This design comes from an exercise in tuning for small area and a short achievable clock period on the open sky130 flow, not from production work. The RTL was checked by simulation tests, not by an equivalence proof against the original design. Power figures rest on the tool's default switching activity, not on a simulated workload.

`design/flow/design.v`:
```
`timescale 1ns/1ps
module rs_cdb_snoop (
        input  logic [(1 + 4 + 32)-1:0]           operand_in,
        input  logic [(4 * (1 + 4 + 32))-1:0]        cdb,
        output logic [(1 + 4 + 32)-1:0]           operand_out
);
        logic [(1 + 4 + 32)-1:0] lane;
        always_comb begin
                operand_out = operand_in;
                lane        = '0;
                for (int i = 4 - 1; i >= 0; i--) begin
                        lane = cdb[i*(1 + 4 + 32) +: (1 + 4 + 32)];
                        if (operand_in[(32 + 4)] && lane[(32 + 4)] &&
                            (lane[(32) +: 4] == operand_in[(32) +: 4])) begin
                                operand_out[(32 + 4)]              = 1'b0;
                                operand_out[0 +: 32]   = lane[0 +: 32];
                        end
                end
        end
endmodule
`timescale 1ns/1ps
module rs_dispatch_capture (
        input  logic [((((((((((0 + 32) + 32) + (1 + 4 + 32)) + (1 + 4 + 32)) + 4) + 5) + 2) + 3) + 3) + 7)-1:0]           dispatch_data,
        input  logic [(4 * (1 + 4 + 32))-1:0]        cdb,
        output logic [(1 + ((((((((((0 + 32) + 32) + (1 + 4 + 32)) + (1 + 4 + 32)) + 4) + 5) + 2) + 3) + 3) + 7))-1:0]          new_entry
);
        logic [(1 + 4 + 32)-1:0] src1_snooped;
        logic [(1 + 4 + 32)-1:0] src2_snooped;
        rs_cdb_snoop u_snoop_src1 (
                .operand_in  (dispatch_data[(((0 + 32) + 32) + (1 + 4 + 32)) +: (1 + 4 + 32)]),
                .cdb         (cdb),
                .operand_out (src1_snooped)
        );
        rs_cdb_snoop u_snoop_src2 (
                .operand_in  (dispatch_data[((0 + 32) + 32) +: (1 + 4 + 32)]),
                .cdb         (cdb),
                .operand_out (src2_snooped)
        );
        always_comb begin
                new_entry                                       = {1'b1, dispatch_data};
                new_entry[(((0 + 32) + 32) + (1 + 4 + 32)) +: (1 + 4 + 32)]             = src1_snooped;
                new_entry[((0 + 32) + 32) +: (1 + 4 + 32)]             = src2_snooped;
        end
endmodule
`timescale 1ns/1ps
module rs_oldest_select (
        input  logic [4*(1 + ((((((((((0 + 32) + 32) + (1 + 4 + 32)) + (1 + 4 + 32)) + 4) + 5) + 2) + 3) + 3) + 7))-1:0]        slots,
        input  logic                                    fu_busy,
        input  logic                                    flush,
        output logic                                    sel_valid,
        output logic [2-1:0]                    sel_idx
);
        logic                   found;
        logic [(1 + ((((((((((0 + 32) + 32) + (1 + 4 + 32)) + (1 + 4 + 32)) + 4) + 5) + 2) + 3) + 3) + 7))-1:0] slot;
        always_comb begin
                found   = 1'b0;
                sel_idx = '0;
                slot    = '0;
                for (int i = 4 - 1; i >= 0; i--) begin
                        slot = slots[i*(1 + ((((((((((0 + 32) + 32) + (1 + 4 + 32)) + (1 + 4 + 32)) + 4) + 5) + 2) + 3) + 3) + 7)) +: (1 + ((((((((((0 + 32) + 32) + (1 + 4 + 32)) + (1 + 4 + 32)) + 4) + 5) + 2) + 3) + 3) + 7))];
                        if (slot[(((((((((((0 + 32) + 32) + (1 + 4 + 32)) + (1 + 4 + 32)) + 4) + 5) + 2) + 3) + 3) + 7))] &&
                            !slot[(((0 + 32) + 32) + (1 + 4 + 32)) + (32 + 4)] &&
                            !slot[((0 + 32) + 32) + (32 + 4)]) begin
                                found   = 1'b1;
                                sel_idx = i[2-1:0];
                        end
                end
        end
        assign sel_valid = found && !fu_busy && !flush;
endmodule
`timescale 1ns/1ps
module rs_entry_array (
        input  logic                                    clk,
        input  logic                                    rst,
        input  logic                                    flush,
        input  logic                                    dispatch,
        input  logic [(1 + ((((((((((0 + 32) + 32) + (1 + 4 + 32)) + (1 + 4 + 32)) + 4) + 5) + 2) + 3) + 3) + 7))-1:0]                  new_entry,
        input  logic [(4 * (1 + 4 + 32))-1:0]                cdb,
        input  logic                                    sel_valid,
        input  logic [2-1:0]                    sel_idx,
        output logic [4*(1 + ((((((((((0 + 32) + 32) + (1 + 4 + 32)) + (1 + 4 + 32)) + 4) + 5) + 2) + 3) + 3) + 7))-1:0]        slots,
        output logic                                    full,
        output logic                                    empty
);
        logic [3-1:0]                           count;
        logic [3-1:0]                           count_after;
        logic [3-1:0]                           count_next;
        logic [2-1:0]                           ins_pos;
        logic                                           accept;
        logic [4-1:0][(1 + ((((((((((0 + 32) + 32) + (1 + 4 + 32)) + (1 + 4 + 32)) + 4) + 5) + 2) + 3) + 3) + 7))-1:0]          slot_q;
        logic [4-1:0][(1 + 4 + 32)-1:0]           wake_src1;
        logic [4-1:0][(1 + 4 + 32)-1:0]           wake_src2;
        logic [4-1:0][(1 + ((((((((((0 + 32) + 32) + (1 + 4 + 32)) + (1 + 4 + 32)) + 4) + 5) + 2) + 3) + 3) + 7))-1:0]          woken;
        logic [4-1:0][(1 + ((((((((((0 + 32) + 32) + (1 + 4 + 32)) + (1 + 4 + 32)) + 4) + 5) + 2) + 3) + 3) + 7))-1:0]          slots_next;
        assign slots = slot_q;
        for (genvar g = 0; g < 4; g++) begin : g_wake
                rs_cdb_snoop u_snoop_src1 (
                        .operand_in  (slot_q[g][(((0 + 32) + 32) + (1 + 4 + 32)) +: (1 + 4 + 32)]),
                        .cdb         (cdb),
                        .operand_out (wake_src1[g])
                );
                rs_cdb_snoop u_snoop_src2 (
                        .operand_in  (slot_q[g][((0 + 32) + 32) +: (1 + 4 + 32)]),
                        .cdb         (cdb),
                        .operand_out (wake_src2[g])
                );
        end
        assign full  = (count == 3'(4));
        assign empty = (count == '0);
        assign accept = dispatch && !full && !flush;
        assign count_after = count - {{(3-1){1'b0}}, sel_valid};
        assign count_next  = count_after + {{(3-1){1'b0}}, accept};
        assign ins_pos = count_after[2-1:0];
        always_comb begin
                for (int i = 0; i < 4; i++) begin
                        woken[i]                                = slot_q[i];
                        woken[i][(((0 + 32) + 32) + (1 + 4 + 32)) +: (1 + 4 + 32)]      = wake_src1[i];
                        woken[i][((0 + 32) + 32) +: (1 + 4 + 32)]      = wake_src2[i];
                end
                for (int i = 0; i < 4 - 1; i++) begin
                        if (sel_valid && (i >= int'(sel_idx)))
                                slots_next[i] = woken[i + 1];
                        else
                                slots_next[i] = woken[i];
                end
                if (sel_valid)
                        slots_next[4-1] = '0;
                else
                        slots_next[4-1] = woken[4-1];
                if (accept)
                        slots_next[ins_pos] = new_entry;
        end
        always_ff @(posedge clk) begin
                if (rst || flush) begin
                        count <= '0;
                        for (int i = 0; i < 4; i++)
                                slot_q[i][(((((((((((0 + 32) + 32) + (1 + 4 + 32)) + (1 + 4 + 32)) + 4) + 5) + 2) + 3) + 3) + 7))] <= 1'b0;
                end else begin
                        count  <= count_next;
                        slot_q <= slots_next;
                end
        end
endmodule
`timescale 1ns/1ps
module rs_top (
        input  logic                            clk,
        input  logic                            rst,
        input  logic                            flush,
        input  logic                            fu_busy,
        input  logic                            dispatch,
        input  logic [((((((((((0 + 32) + 32) + (1 + 4 + 32)) + (1 + 4 + 32)) + 4) + 5) + 2) + 3) + 3) + 7)-1:0]           dispatch_data,
        input  logic [(4 * (1 + 4 + 32))-1:0]        cdb,
        output logic                            issue_valid,
        output logic [(1 + ((((((((((0 + 32) + 32) + (1 + 4 + 32)) + (1 + 4 + 32)) + 4) + 5) + 2) + 3) + 3) + 7))-1:0]          issue_data,
        output logic                            full,
        output logic                            empty
);
        logic [(1 + ((((((((((0 + 32) + 32) + (1 + 4 + 32)) + (1 + 4 + 32)) + 4) + 5) + 2) + 3) + 3) + 7))-1:0]                 new_entry;
        logic [4*(1 + ((((((((((0 + 32) + 32) + (1 + 4 + 32)) + (1 + 4 + 32)) + 4) + 5) + 2) + 3) + 3) + 7))-1:0]       slots;
        logic [2-1:0]                   sel_idx;
        rs_dispatch_capture u_capture (
                .dispatch_data (dispatch_data),
                .cdb           (cdb),
                .new_entry     (new_entry)
        );
        rs_entry_array u_array (
                .clk       (clk),
                .rst       (rst),
                .flush     (flush),
                .dispatch  (dispatch),
                .new_entry (new_entry),
                .cdb       (cdb),
                .sel_valid (issue_valid),
                .sel_idx   (sel_idx),
                .slots     (slots),
                .full      (full),
                .empty     (empty)
        );
        rs_oldest_select u_select (
                .slots     (slots),
                .fu_busy   (fu_busy),
                .flush     (flush),
                .sel_valid (issue_valid),
                .sel_idx   (sel_idx)
        );
        assign issue_data = slots[sel_idx*(1 + ((((((((((0 + 32) + 32) + (1 + 4 + 32)) + (1 + 4 + 32)) + 4) + 5) + 2) + 3) + 3) + 7)) +: (1 + ((((((((((0 + 32) + 32) + (1 + 4 + 32)) + (1 + 4 + 32)) + 4) + 5) + 2) + 3) + 3) + 7))];
endmodule
```
`design/flow/run.sh`:
```
#!/bin/bash
# synth_recipe.tcl (not shown) runs the flow's synth.tcl, then flattens the netlist and writes it again
# the make line also repeats each setting of config.mk as NAME=value (left out here)
make -C /OpenROAD-flow-scripts/flow DESIGN_CONFIG=/design/flow/config.mk WORK_HOME=/design/flow/orfs CLKGATE_MAP_FILE= SYNTH_SCRIPT=/design/flow/synth_recipe.tcl finish
```
`design/flow/constraint.sdc`:
```
create_clock -name core_clock -period 5.5 [get_ports {clk}]
set_input_delay 1.1000 -clock core_clock [delete_from_list [all_inputs] [get_ports {clk}]]
set_output_delay 1.1000 -clock core_clock [all_outputs]
set_load 0.01 [all_outputs]
```
`design/flow/config.mk`:
```
export PLATFORM = sky130hd
export DESIGN_NAME = rs_top
export DESIGN_NICKNAME = rs_top
export VERILOG_FILES = /design/flow/design.v
export SDC_FILE = /design/flow/constraint.sdc
export NUM_CORES = 4
export LEC_CHECK = 0
export CAP_MARGIN = 20
export CORE_MARGIN = 2
export CORE_UTILIZATION = 30
export PLACE_DENSITY = 0.45
export SLEW_MARGIN = 20
```
==> results.yml <==
pwr:
  p_clk_frac: 0.408
  leakage_uw: 0.0242
  p_comb_frac: 0.185
  p_sw_frac: 0.307
  cellPowerDensity_mw_per_mm2: 235
  power_uw: 14700
  ir_worst_vdd_v: 0.000272
  p_sw_uw: 4510
  p_int_uw: 10200
  pwr-share-seq: 0.407
global_route:
  grt_overflow: 0
  grt_pass1_wl_microns: 420000
  grt_usage: 0.330
  grt_max_degree: 187
  grt_pass1_vias: 54110
  antenna_found_initial: 32
sta:
  relSlewSlack: 0.191
  finalSetupTns_ns: 0
  hold_viol: 0
  rsz0062_at_grt: "no"
  period_share: 0.976
  setup_viol: 0
  fin_hold_ws_ns: 0.507
  report.final.slew_viol_count: 0
  fmaxAchievable_mhz: 186
  fin_crit_ns: 5.37
  worst_pin_slew_ns: 1.21
  finClkSkew_ns: 0.0332
cts:
  clk_latency_ns: 0.73
  cts.sink_count: 655
  cts_setup_buffers: 0
  root_buffer: "clkbuf_16"
  ctsHoldBuffers: 0
  cts_buffers: 90
  clockBufferDepth: 3
  cts_resized: 0
  cts_tree: "yes"
  htreeDepth: 3
  clkTransAtPathRegs_ns: 0.06
outcome:
  outcome: "timing/DRC/antenna clean"
place:
  dp_hpwl_microns: 177000
  place_congestion: 0.917
  placed_cell_area_sq_mm: 0.0596
  io_buffers: 480
  dp.cells: 8675
yosys:
  synth-edff-count: 648
  syn_nets: 6764
  avgSynthCellArea_sq_um: 8.07
  ys.flop_type: "edfxtp_1"
  synth-seq-area-share: 0.377
  syn_area_sq_mm: 0.0520
  ys_types: 75
  synthArstFlopShare: 0
  yosys_register_bits: 655
  yosysWarningCount: 4
  syn_inst: 6447
critical_path:
  critPathLaunch: "u_array.slot_q[137]"
  path_max_fanout: 47
  worstSetupPathType: "reg2out"
  r2r-end: "u_array.slot_q[574]"
  worstSetupStartpointType: "flop"
  critical_path_arrival_ns: 4.27
  r2r_cells: 12
  cp-end-kind: "primary output"
  r2r_setup_slack_ns: 0.58
  required_ns: 4.40
  regToRegStartpoint: "u_array.slot_q[626]"
route:
  drc_errors: 0
  routed_via_density: 6.50
  drt_iter0_drc: 8828
  drtAntennaViolNets: 0
  firstDrtPassIters: 8
  via_count: 57582
  wl_per_cell_microns: 34.5
  wirelength_microns: 306000
finish:
  fill_cells: 17830
  area_delta_synth_final_pct: 20.3
  final_nets: 6778
  stdcell_count: 8858
  stdcell_area_sq_mm: 0.0626
  drive_above_1_share: 0.0923
floorplanning:
  start_util: 0.303
  die-area_sq_mm: 0.177
  coreArea_sq_mm: 0.172
  rows: 152
  die_x_microns: 420
  die_h_microns: 420
  ios: 481
min_path:
  min_to: "u_array.slot_q[162]"
  hp-start: "u_array.slot_q[162]"
  hold_class: "reg2reg"
  hold_depth: 2
run:
  max_cap_violations: 0
==> Yosys cell counts (all sizes together), types with 16 or more instances <==
master	instances	share of area
nand2	1245	0.090
o31a	41	0.0069
nor3	52	0.0050
a311o	63	0.012
nor2b	25	0.0030
inv	94	0.0068
o2bb2ai	34	0.0057
nand4	48	0.0059
mux2i	217	0.042
o22ai	131	0.016
buf	154	0.014
a21oi	87	0.0084
a211oi	280	0.040
edfxtp	648	0.37
a31oi	584	0.073
a32oi	32	0.0054
a31o	45	0.0076
a21boi	22	0.0032
or2	46	0.0055
a222oi	27	0.0052
a22o	95	0.016
o31ai	50	0.0072
mux2	58	0.013
a221oi	71	0.012
and3	337	0.041
clkbuf	641	0.046
o21ai	178	0.017
o211ai	44	0.0063
nor4	26	0.0032
nor4b	24	0.0040
a211o	37	0.0062
xnor2	52	0.0088
and2	16	0.0019
xor2	62	0.010
nor2	630	0.045
nand3	172	0.017
==> power groups by stage <==
stage / Sequential, uW / Combinational [uW] / Clock [uW]
after floorplan: 6080 / 1410 / 0
after global placement: 6080 / 2590 / 0
after detailed placement: 6070 / 2600 / 0
after CTS: 5970 / 2610 / 6050
after global routing: 6000 / 2820 / 6210
final: 5980 / 2720 / 5990
==> state kept, by name, summed over array words and instances, names as in the netlist <==
register,flops
u_array.count,3
u_array.slot_q,652
==> cells in the final DEF, fill, tap and decap left out, types with 131 or more instances in the layout <==
cell             Yosys  layout
nand2_1           1244    1232
edfxtp_1           648     648
nor2_1             630     620
a31oi_1            561     561
clkdlybuf4s50_1      0     479
and3_1             337     326
a211oi_1           280     280
mux2i_1            217     217
nand3_1            172     166
buf_4               14     166
o21ai_0            152     152
o22ai_1            131     131
==> cell families (layout without fill, tap and decap cells) <==
group | count (synthesis) | in the layout | share of synthesized area
compound gates | 1864 | 1864 | 0.257
xor+xnor | 114 | 114 | 0.0192
fa+ha+maj | 2 | 2 | 0.000481
buf+inv | 889 | 973 | 0.0672
flops | 655 | 655 | 0.377
mux | 275 | 275 | 0.0543
other cells | 0 | 17 | 0
simple gates | 2648 | 2648 | 0.225
==> critical path: stages (launching register included) <==
cell and delay (ns):
edfxtp_1 0.65, nor3b_1 0.11, buf_4 0.19, or2_2 0.38, nor2_4 0.22, buf_12 0.38
nand2_1 0.12, a31oi_1 0.62, clkdlybuf4s50_1 0.80
==> layout make-up <==
| type | count | area, sq um | share of cell area |
|---|---|---|---|
| repair buffers | 717 | 7480 | 0.120 |
| multi-input cells | 4903 | 29300 | 0.469 |
| flip-flops and latches | 655 | 19600 | 0.313 |
| well taps | 2310 | 2890 | 0.0462 |
| inverters | 94 | 357 | 0.00570 |
| clock inverters | 51 | 508 | 0.00812 |
| diodes | 17 | 42.5 | 0.000680 |
| clock buffers | 111 | 2350 | 0.0376 |
==> routing by layer <==
metal / GRT usage / part of all wire
met5: 0 / 0.00028
met4: 0.209 / 0.072
met3: 0.0941 / 0.11
met2: 0.498 / 0.43
met1: 0.413 / 0.38
==> per-stage QoR <==
stage          utilization  setup slack [ns]
2_1_floorplan            -             -5.98
3_3_place_gp         0.347             0.389
3_5_place_dp         0.347             0.403
4_1_cts              0.363            0.0237
5_1_grt              0.364            0.0783
6_report             0.364             0.132
==> worst max-delay path by stage <==
stage	slack [ns]	to	cells after the start
after detailed placement	0.40	u_array.slot_q[74]	9
final	0.13	issue_data[80]	8
after floorplan	-5.98	u_array.slot_q[0]	3
after global placement	0.39	u_array.slot_q[74]	9
after CTS	0.02	issue_data[106]	8
after global routing	0.08	issue_data[112]	7

==> what the ideal ports hide <==
In the flow no input, the clock included, has a driving cell. The finished layout below was timed again as built, in two steps. Step 1, drivers: a clkbuf_16 drives clk and a buf_2 each remaining input, both assumed. Step 2 moves the port delays by t, midway between the first and last clock arrival at a register: inputs arrive t later, outputs are due t later. That takes back most of the time a late clock gives input paths. a / b / c = no drivers / after step 1 / after step 2; a / b = the first two.
t, ns: 0.800
setup WS [ns]: 0.132 / 0.048 / 0.314
hold slack, ns: 0.507 / 0.507 / 0.507
worst setup path after step 2: input to register
After both steps this run still meets setup and hold. For this run, drivers alone change the setup slack by -0.084 ns; drivers and shift together by +0.182 ns.
